Source: an optimization exercise on an open RTL-to-GDS flow (aim: small area, a short achievable clock period and few clock cycles). Production flows keep margins and buffers that such runs may drop.

==> try-yarrow <==
## bgp_message_parser_unit
module bgp_message_parser_unit (
   input  logic        clock,
   input  logic        reset,
   input  logic        req_tvalid,
   output logic        req_tready,
   input  logic [7:0]  req_tdata,    
   input  logic        req_tuser,    
   output logic        rsp_tvalid,
   input  logic        rsp_tready,
   output logic [55:0] rsp_tdata,    
   output logic [4:0]  rsp_tuser,    
   output logic        rsp_tlast,    
   input  logic        csr_valid,
   output logic        csr_ready,
   input  logic [1:0]  csr_index,
   input  logic [12:0] csr_data
);
   logic [12:0] limp1_ff;
   logic [5:0]  blim_ff;
   logic [7:0]  min_plen_ff;
   logic        iv_ff;
   logic [7:0]  ib_ff;
   logic        iu_ff;
   logic [4:0]  ph_ff, ph_in;
   logic [12:0] pos_ff, pos_in;      
   logic [12:0] mrem_ff, mrem_in;    
   logic [7:0]  mtype_ff, mtype_in;
   logic [31:0] acc_ff, acc_in;
   logic [11:0] bl_ff, bl_in;        
   logic [11:0] srem_ff, srem_in;    
   logic [15:0] auxr_ff, auxr_in;    
   logic [1:0]  kidx_ff, kidx_in;    
   bmp_pkg::rec_type r0, r1;
   logic [1:0]  rcnt;
   logic [52:0] q0_ff, q1_ff;        
   logic [1:0]  cnt_ff;
  ...
make LEC_CHECK=0 ABC_CLOCK_PERIOD_IN_PS=4000 CAP_MARGIN=20 CORE_MARGIN=2 CORE_UTILIZATION=40 SETUP_SLACK_MARGIN=4.0 SLEW_MARGIN=20 finish   # period 8.5 ns
run.sh (not shown) runs the stock make flow with config.mk's settings and CLKGATE_MAP_FILE= SYNTH_SCRIPT=/design/flow/synth_recipe.tcl, a recipe that flattens the netlist after the stock synthesis.
==> try-juniper: changes against try-yarrow <==
==> flow/config.mk (replaced) <==
export PLATFORM = sky130hd
export DESIGN_NAME = bgp_message_parser_unit
export DESIGN_NICKNAME = bgp_message_parser_unit
export VERILOG_FILES = /design/flow/design.v
export SDC_FILE = /design/flow/constraint.sdc
export NUM_CORES = 4
export LEC_CHECK = 0
export CAP_MARGIN = 20
export CORE_MARGIN = 2
export CORE_UTILIZATION = 40
export SLEW_MARGIN = 20
==> try-ember: changes against try-yarrow <==
--- a/flow/design.v
+++ b/flow/design.v
@@ -113,27 +113,27 @@
    input  logic [1:0]  csr_index,
    input  logic [12:0] csr_data
 );
    logic [12:0] limp1_ff;
    logic [5:0]  blim_ff;
    logic [7:0]  min_plen_ff;
-   logic        iv_ff;
-   logic [7:0]  ib_ff;
-   logic        iu_ff;
+   logic        iv_ff, iv1_ff;
+   logic [7:0]  ib_ff, ib1_ff;
+   logic        iu_ff, iu1_ff;
    logic [4:0]  ph_ff, ph_in;
    logic [12:0] pos_ff, pos_in;      
    logic [12:0] mrem_ff, mrem_in;    
    logic [7:0]  mtype_ff, mtype_in;
    logic [31:0] acc_ff, acc_in;
    logic [11:0] bl_ff, bl_in;        
-   logic [11:0] srem_ff, srem_in;    
+   logic [12:0] srem_ff, srem_in;    
    logic [15:0] auxr_ff, auxr_in;    
    logic [1:0]  kidx_ff, kidx_in;    
    bmp_pkg::rec_type r0, r1;
    logic [1:0]  rcnt;
-   logic [52:0] q0_ff, q1_ff;        
+   logic [52:0] q0_ff;               
    logic [1:0]  cnt_ff;
    logic go;                         
    logic rsp_fire;
    assign rsp_fire  = rsp_tvalid & rsp_tready;
    assign csr_ready = 1'b1;
    always_ff @(posedge clock) begin
@@ -170,40 +170,59 @@
          default:
             quiet = 1'b0;
       endcase
    end
    assign need2 = (iu_ff && ph_ff != bmp_pkg::PH_IDLE) || lastb;
    assign need0 = !iu_ff && quiet && !lastb;
-   assign go = iv_ff && ((cnt_ff == 2'd0) || (cnt_ff == 2'd1 && (rsp_tready || !need2)) ||
-                         (cnt_ff == 2'd2 && (need0 || (rsp_tready && !need2))));
-   assign req_tready = !iv_ff || go;
+   logic elp;
+   always_comb begin
+      case (ph_ff)
+         bmp_pkg::PH_TYPE, bmp_pkg::PH_O_VER, bmp_pkg::PH_O_PLEN, bmp_pkg::PH_O_PLENB,
+         bmp_pkg::PH_U_WPLEN, bmp_pkg::PH_N_PLEN, bmp_pkg::PH_V_ORIG, bmp_pkg::PH_AS_LO:
+            elp = !iu_ff;
+         bmp_pkg::PH_O_ASN, bmp_pkg::PH_O_HOLD, bmp_pkg::PH_U_WPFX, bmp_pkg::PH_N_PFX,
+         bmp_pkg::PH_A_LEN, bmp_pkg::PH_V_NML, bmp_pkg::PH_V_AGGR:
+            elp = !iu_ff && (bl_ff == 12'd1);
+         default:
+            elp = 1'b0;
+      endcase
+   end
+   assign go = iv_ff && ((cnt_ff == 2'd0) || (cnt_ff == 2'd1 && (rsp_tready || (!need2 && !elp))) ||
+                         (cnt_ff == 2'd2 && (need0 || (rsp_tready && !need2 && !elp))));
+   assign req_tready = !iv1_ff;
    always_ff @(posedge clock) begin
       if (reset) begin
-         iv_ff <= 1'b0;
-      end else if (req_tvalid && req_tready) begin
-         iv_ff <= 1'b1;
-      end else if (go) begin
-         iv_ff <= 1'b0;
+         iv_ff  <= 1'b0;
+         iv1_ff <= 1'b0;
+      end else begin
+         iv_ff  <= iv1_ff || (iv_ff && !go) || req_tvalid;
+         iv1_ff <= iv1_ff ? !go : (iv_ff && !go && req_tvalid);
       end
    end
    always_ff @(posedge clock) begin
-      if (req_tvalid && req_tready) begin
+      if (!iv_ff || (go && !iv1_ff)) begin
          ib_ff <= req_tdata;
          iu_ff <= req_tuser;
+      end else if (go) begin
+         ib_ff <= ib1_ff;
+         iu_ff <= iu1_ff;
+      end
+      if (!iv1_ff) begin
+         ib1_ff <= req_tdata;
+         iu1_ff <= req_tuser;
       end
    end
    always_comb begin : decode
       logic [7:0]  b;
       logic [11:0] bln;
-      logic [11:0] sremn;
+      logic [12:0] sremn;
       logic [31:0] acc_sh;
       logic [31:0] acc_pf;
       logic [31:0] accx;       
       logic        clr;        
       logic [15:0] v;          
-      logic [12:0] cmpx;       
       logic        v_ge;       
       logic [3:0]  nb;
       logic        bl1;
       logic        lenknown;
       logic        ok;
       logic [4:0]  ph_ok;      
@@ -214,13 +233,13 @@
       logic [3:0]  er_st;
       logic        bnd;        
       logic [3:0]  bnd_st;
       logic        mk_bad;     
       b        = ib_ff;
       bln      = bl_ff - 12'd1;
-      sremn    = srem_ff - 12'd1;
+      sremn    = srem_ff - 13'd1;
       bl1      = (bl_ff == 12'd1);
       lenknown = (ph_ff != bmp_pkg::PH_IDLE) && (ph_ff != bmp_pkg::PH_MARKER) &&
                  (ph_ff != bmp_pkg::PH_LEN);
       acc_sh   = {acc_ff[23:0], b};
       acc_pf   = acc_ff;
       case (kidx_ff)
@@ -228,20 +247,13 @@
          2'd1:    acc_pf[23:16] = b;
          2'd2:    acc_pf[15:8]  = b;
          default: acc_pf[7:0]   = b;
       endcase
       v  = acc_sh[15:0];
       nb = ({1'b0, b[5:0]} + 7'd7) >> 3;    
-      case (ph_ff)
-         bmp_pkg::PH_LEN:    cmpx = limp1_ff;
-         bmp_pkg::PH_U_WLEN: cmpx = (mrem_ff[12:1] == 12'd0) ? 13'd0 :
-                                    {mrem_ff[12:1] - 12'd1, mrem_ff[0]};
-         bmp_pkg::PH_U_ALEN: cmpx = mrem_ff;
-         default:            cmpx = {1'b0, srem_ff};
-      endcase
-      v_ge = (v >= {3'd0, cmpx});
+      v_ge = (v >= {3'd0, srem_ff});
       ph_ok    = ph_ff;
       pos_in   = pos_ff + 13'd1;
       mrem_in  = mrem_ff - 13'd1;
       mtype_in = mtype_ff;
       accx     = acc_ff;
       clr      = 1'b0;
@@ -257,14 +269,15 @@
       er_st    = bmp_pkg::ST_OK;
       case (ph_ff)
          bmp_pkg::PH_MARKER: begin
             if (b != bmp_pkg::MARKER_BYTE) begin
                er = 1'b1; er_st = bmp_pkg::ST_MARKER;
             end else if (pos_ff == 13'd15) begin
-               ph_ok = bmp_pkg::PH_LEN;
-               bl_in = 12'd2;
+               ph_ok   = bmp_pkg::PH_LEN;
+               bl_in   = 12'd2;
+               srem_in = limp1_ff;
                clr   = 1'b1;
             end
          end
          bmp_pkg::PH_LEN: begin
             accx  = acc_sh;
             bl_in = bln;
@@ -278,12 +291,13 @@
             end
          end
          bmp_pkg::PH_TYPE: begin
             mtype_in = b;
             clr      = 1'b1;
             auxr_in  = 16'd0;
+            srem_in  = (mrem_ff < 13'd4) ? 13'd0 : mrem_ff - 13'd4;
             if (b < bmp_pkg::MT_OPEN || b > bmp_pkg::MT_LAST) begin
                er = 1'b1; er_st = bmp_pkg::ST_TYPE;
             end else begin
                el      = 1'b1;
                el_kind = bmp_pkg::KIND_HEADER;
                el_auxb = 1'b1;
@@ -324,30 +338,30 @@
             end else if ({5'd0, b} != mrem_in) begin
                er = 1'b1; er_st = bmp_pkg::ST_LENGTH;
             end else begin
                el      = 1'b1;
                el_kind = bmp_pkg::KIND_BGP_ID;
                el_auxb = 1'b1;
-               srem_in = {4'd0, b};
+               srem_in = {5'd0, b};
                ph_ok   = bmp_pkg::PH_O_PTYPE;
             end
          end
          bmp_pkg::PH_O_PTYPE: begin
-            if (srem_ff < 12'd2) begin
+            if (srem_ff < 13'd2) begin
                er = 1'b1; er_st = bmp_pkg::ST_PARAMS;
             end else begin
                srem_in = sremn;
                auxr_in = {8'd0, b};
                ph_ok   = bmp_pkg::PH_O_PLENB;
             end
          end
          bmp_pkg::PH_O_PLENB: begin
             accx    = acc_sh;
             clr     = 1'b1;
             srem_in = sremn;
-            if ({4'd0, b} >= srem_ff) begin
+            if ({5'd0, b} >= srem_ff) begin
                er = 1'b1; er_st = bmp_pkg::ST_PARAMS;
             end else begin
                el      = 1'b1;
                el_kind = bmp_pkg::KIND_PARAM;
                bl_in   = {4'd0, b};
                ph_ok   = (b == 8'd0) ? bmp_pkg::PH_O_PTYPE : bmp_pkg::PH_O_PVAL;
@@ -360,13 +374,13 @@
          end
          bmp_pkg::PH_U_WLEN: begin
             accx  = acc_sh;
             bl_in = bln;
             if (bl1) begin
                clr     = (v == 16'd0);
-               srem_in = v[11:0];
+               srem_in = (v == 16'd0) ? mrem_ff - 13'd2 : v[12:0];
                bl_in   = 12'd2;
                if (v_ge) begin
                   er = 1'b1; er_st = bmp_pkg::ST_NLRI;
                end else begin
                   ph_ok = (v == 16'd0) ? bmp_pkg::PH_U_ALEN : bmp_pkg::PH_U_WPLEN;
                end
@@ -377,24 +391,25 @@
             auxr_in = {8'd0, b};
             bl_in   = {8'd0, nb};
             kidx_in = 2'd0;
             if (ph_ff == bmp_pkg::PH_U_WPLEN) srem_in = sremn;
             if (b > {2'd0, blim_ff}) begin
                er = 1'b1; er_st = bmp_pkg::ST_PREFIX;
-            end else if (ph_ff == bmp_pkg::PH_U_WPLEN && {8'd0, nb} >= srem_ff) begin
+            end else if (ph_ff == bmp_pkg::PH_U_WPLEN && {9'd0, nb} >= srem_ff) begin
                er = 1'b1; er_st = bmp_pkg::ST_PREFIX;
             end else if (ph_ff == bmp_pkg::PH_N_PLEN && {9'd0, nb} >= mrem_ff) begin
                er = 1'b1; er_st = bmp_pkg::ST_NLRI;
             end else if (nb == 4'd0) begin
                el      = 1'b1;
                el_kind = (ph_ff == bmp_pkg::PH_U_WPLEN) ? bmp_pkg::KIND_WDRAWN :
                                                           bmp_pkg::KIND_NLRI;
                el_auxb = 1'b1;
-               if (ph_ff == bmp_pkg::PH_U_WPLEN && srem_ff == 12'd1) begin
-                  ph_ok = bmp_pkg::PH_U_ALEN;
-                  bl_in = 12'd2;
+               if (ph_ff == bmp_pkg::PH_U_WPLEN && srem_ff == 13'd1) begin
+                  ph_ok   = bmp_pkg::PH_U_ALEN;
+                  bl_in   = 12'd2;
+                  srem_in = mrem_ff - 13'd2;
                end
             end else begin
                ph_ok = (ph_ff == bmp_pkg::PH_U_WPLEN) ? bmp_pkg::PH_U_WPFX :
                                                         bmp_pkg::PH_N_PFX;
             end
          end
@@ -406,33 +421,34 @@
             if (bl1) begin
                el      = 1'b1;
                el_kind = (ph_ff == bmp_pkg::PH_U_WPFX) ? bmp_pkg::KIND_WDRAWN :
                                                          bmp_pkg::KIND_NLRI;
                clr     = 1'b1;
                bl_in   = 12'd2;
+               if (ph_ff == bmp_pkg::PH_U_WPFX && srem_ff == 13'd1) srem_in = mrem_ff - 13'd2;
                if (ph_ff == bmp_pkg::PH_N_PFX)  ph_ok = bmp_pkg::PH_N_PLEN;
-               else if (srem_ff == 12'd1)       ph_ok = bmp_pkg::PH_U_ALEN;
+               else if (srem_ff == 13'd1)       ph_ok = bmp_pkg::PH_U_ALEN;
                else                             ph_ok = bmp_pkg::PH_U_WPLEN;
             end
          end
          bmp_pkg::PH_U_ALEN: begin
             accx  = acc_sh;
             bl_in = bln;
             if (bl1) begin
-               srem_in = v[11:0];
+               srem_in = v[12:0];
                if (v_ge) begin
                   er = 1'b1; er_st = bmp_pkg::ST_NLRI;
                end else begin
                   ph_ok = (v == 16'd0) ? bmp_pkg::PH_N_PLEN : bmp_pkg::PH_A_FLAGS;
                end
             end
          end
          bmp_pkg::PH_A_FLAGS: begin
             srem_in = sremn;
             bl_in   = b[4] ? 12'd2 : 12'd1;
-            if (srem_ff < (b[4] ? 12'd4 : 12'd3)) begin
+            if (srem_ff < (b[4] ? 13'd4 : 13'd3)) begin
                er = 1'b1; er_st = bmp_pkg::ST_ATTR;
             end else begin
                ph_ok = bmp_pkg::PH_A_TYPE;
             end
          end
          bmp_pkg::PH_A_TYPE: begin
@@ -451,13 +467,13 @@
                if (v_ge) begin
                   er = 1'b1; er_st = bmp_pkg::ST_ATTR;
                end else if (v == 16'd0) begin
                   el      = 1'b1;
                   el_kind = (auxr_ff[7:0] == bmp_pkg::AT_ATOMIC) ? bmp_pkg::KIND_ATOMIC :
                                                                    bmp_pkg::KIND_EMPTY;
-                  ph_ok   = (srem_ff == 12'd1) ? bmp_pkg::PH_N_PLEN : bmp_pkg::PH_A_FLAGS;
+                  ph_ok   = (srem_ff == 13'd1) ? bmp_pkg::PH_N_PLEN : bmp_pkg::PH_A_FLAGS;
                end else if (auxr_ff[7:0] == bmp_pkg::AT_ATOMIC) begin
                   er = 1'b1; er_st = bmp_pkg::ST_ATOMIC;
                end else begin
                   case (auxr_ff[7:0])
                      bmp_pkg::AT_ORIGIN:  ok = (v == 16'd1);
                      bmp_pkg::AT_AS_PATH: ok = (v != 16'd1);
@@ -522,13 +538,13 @@
                   el      = 1'b1;
                   el_kind = bmp_pkg::KIND_PATH;
                   clr     = 1'b1;
                   ph_ok   = bmp_pkg::PH_AS_HI;
                end
             endcase
-            if (bl1) ph_ok = (srem_ff == 12'd1) ? bmp_pkg::PH_N_PLEN : bmp_pkg::PH_A_FLAGS;
+            if (bl1) ph_ok = (srem_ff == 13'd1) ? bmp_pkg::PH_N_PLEN : bmp_pkg::PH_A_FLAGS;
          end
          default: ;
       endcase
       acc_in = clr ? 32'd0 : accx;
       bnd    = lenknown && (mrem_ff == 13'd1) && !er;
       bnd_st = (ph_ok == bmp_pkg::PH_O_PTYPE || ph_ok == bmp_pkg::PH_N_PLEN) ?
@@ -562,14 +578,16 @@
          ph_ff <= bmp_pkg::PH_IDLE;
       end else if (go) begin
          ph_ff <= ph_in;
       end
    end
    always_ff @(posedge clock) begin
+      if (go && (iu_ff || ph_ff != bmp_pkg::PH_IDLE)) pos_ff <= pos_in;
+   end
+   always_ff @(posedge clock) begin
       if (go) begin
-         pos_ff   <= pos_in;
          mrem_ff  <= mrem_in;
          mtype_ff <= mtype_in;
          acc_ff   <= acc_in;
          bl_ff    <= bl_in;
          srem_ff  <= srem_in;
          auxr_ff  <= auxr_in;
@@ -580,27 +598,30 @@
       if (reset) begin
          cnt_ff <= '0;
       end else begin
          cnt_ff <= cnt_ff + rcnt - {1'b0, rsp_fire};
       end
    end
+   logic [3:0]  q1_st;
+   bmp_pkg::rec_type q1r;
+   assign q1r = bmp_pkg::end_rec(pos_ff, mtype_ff, q1_st);
    always_ff @(posedge clock) begin
       if (cnt_ff == 2'd0 || (cnt_ff == 2'd1 && rsp_fire)) begin
-         if (rcnt != 2'd0) q0_ff <= r0;
+         q0_ff <= r0;
       end else if (rsp_fire) begin
-         q0_ff <= q1_ff;
+         q0_ff <= q1r;
       end
       if (cnt_ff == 2'd0 || (cnt_ff == 2'd1 && rsp_fire)) begin
-         if (rcnt == 2'd2) q1_ff <= r1;
-      end else begin
-         if (rcnt != 2'd0) q1_ff <= r0;
+         q1_st <= r1.aux[11:8];
+      end else if (cnt_ff == 2'd1 || rsp_fire) begin
+         q1_st <= r0.aux[11:8];
       end
    end
    bmp_pkg::rec_type head;
    assign head       = q0_ff;
    assign rsp_tvalid = (cnt_ff != 2'd0);
    assign rsp_tuser  = head.kind;
-   assign rsp_tlast  = (head.kind == bmp_pkg::KIND_END);
-   assign rsp_tdata  = {4'd0, (head.kind == bmp_pkg::KIND_END) ? head.aux[11:8] : 4'd0,
-                        (head.kind == bmp_pkg::KIND_END) ? {8'd0, head.aux[7:0]} : head.aux,
+   assign rsp_tlast  = head.kind[4];
+   assign rsp_tdata  = {4'd0, head.kind[4] ? head.aux[11:8] : 4'd0,
+                        head.kind[4] ? {8'd0, head.aux[7:0]} : head.aux,
                         head.value};
 endmodule
==> flow/config.mk (replaced) <==
export PLATFORM = sky130hd
export DESIGN_NAME = bgp_message_parser_unit
export DESIGN_NICKNAME = bgp_message_parser_unit
export VERILOG_FILES = /design/flow/design.v
export SDC_FILE = /design/flow/constraint.sdc
export NUM_CORES = 4
export LEC_CHECK = 0
export CAP_MARGIN = 20
export CORE_MARGIN = 2
export CORE_UTILIZATION = 40
export SETUP_SLACK_MARGIN = 5.0
export SLEW_MARGIN = 20
==> qor.yml <==
die:
  dieHeight_um: 205
worst_hold_path:
  min_to: "min_plen_ff[1]"
finish:
  clock_area_share_pct: 4.18
  num-nonclk-buffers: 251
worst_setup_path:
  cp_max_fo: 4
global_routing:
  grt_start_max_net_pins: 54
run_status:
  status: "finished clean"
the above is filed under try-ember

==> qor.yml <==
global_routing:
  grt_start_max_net_pins: 87
detailed_routing:
  postRouteAntennaNets: 0
clocking:
  cts_num_sinks: 258
run_status:
  status: "finished clean"
die:
  dieHeight_um: 212
synth:
  synth_seq_area_share_pct: 42.8
finish:
  clock_area_share_pct: 4.95
the above is filed under try-juniper

==> qor.yml <==
run_status:
  status: "finished clean"
finish:
  num-nonclk-buffers: 285
  clock_area_share_pct: 4.48
  multi_input_area_um2: 10100
global_routing:
  grt_start_max_net_pins: 91
detailed_routing:
  drtIter0Drc: 1951
  dr_wl_met3_um: 5150
sta:
  post-route-min-period_ns: 5.27
worst_setup_path:
  cp_max_fo: 6
placed_design:
  place_hpwl_um: 41600
die:
  dieHeight_um: 212
the above is filed under try-yarrow

Function was not checked in any run of this note: the RTL went through the layout flow alone.

[static timing again, ports no longer ideal]
How much do the figures lean on ideal ports? The routed layouts below were timed once more, with nothing changed but the port constraints.
Step 1 assumes that a clkbuf_16 drives the clock port and a buf_2 every other input.
Step 2 moves the port delays by t, midway between the first and last clock arrival at a register: inputs arrive t later, outputs are due t later. That takes back most of the time a late clock gives input paths.
Three values: ideal, step 1, step 2; two values: the first two.
run | t, ns | setup slack, ns | hold slack, ns | pins driven straight from the clock port
try-yarrow | 0.661 | 3.227 / 3.227 / 3.227 | 0.499 / 0.499 / 0.499 | 1
try-juniper | 0.649 | 1.509 / 1.509 / 1.509 | 0.489 / 0.489 / 0.489 | 1
try-ember | 0.625 | 3.937 / 3.937 / 3.937 | 0.492 / 0.492 / 0.492 | 1
After both steps every run listed still meets setup and hold.
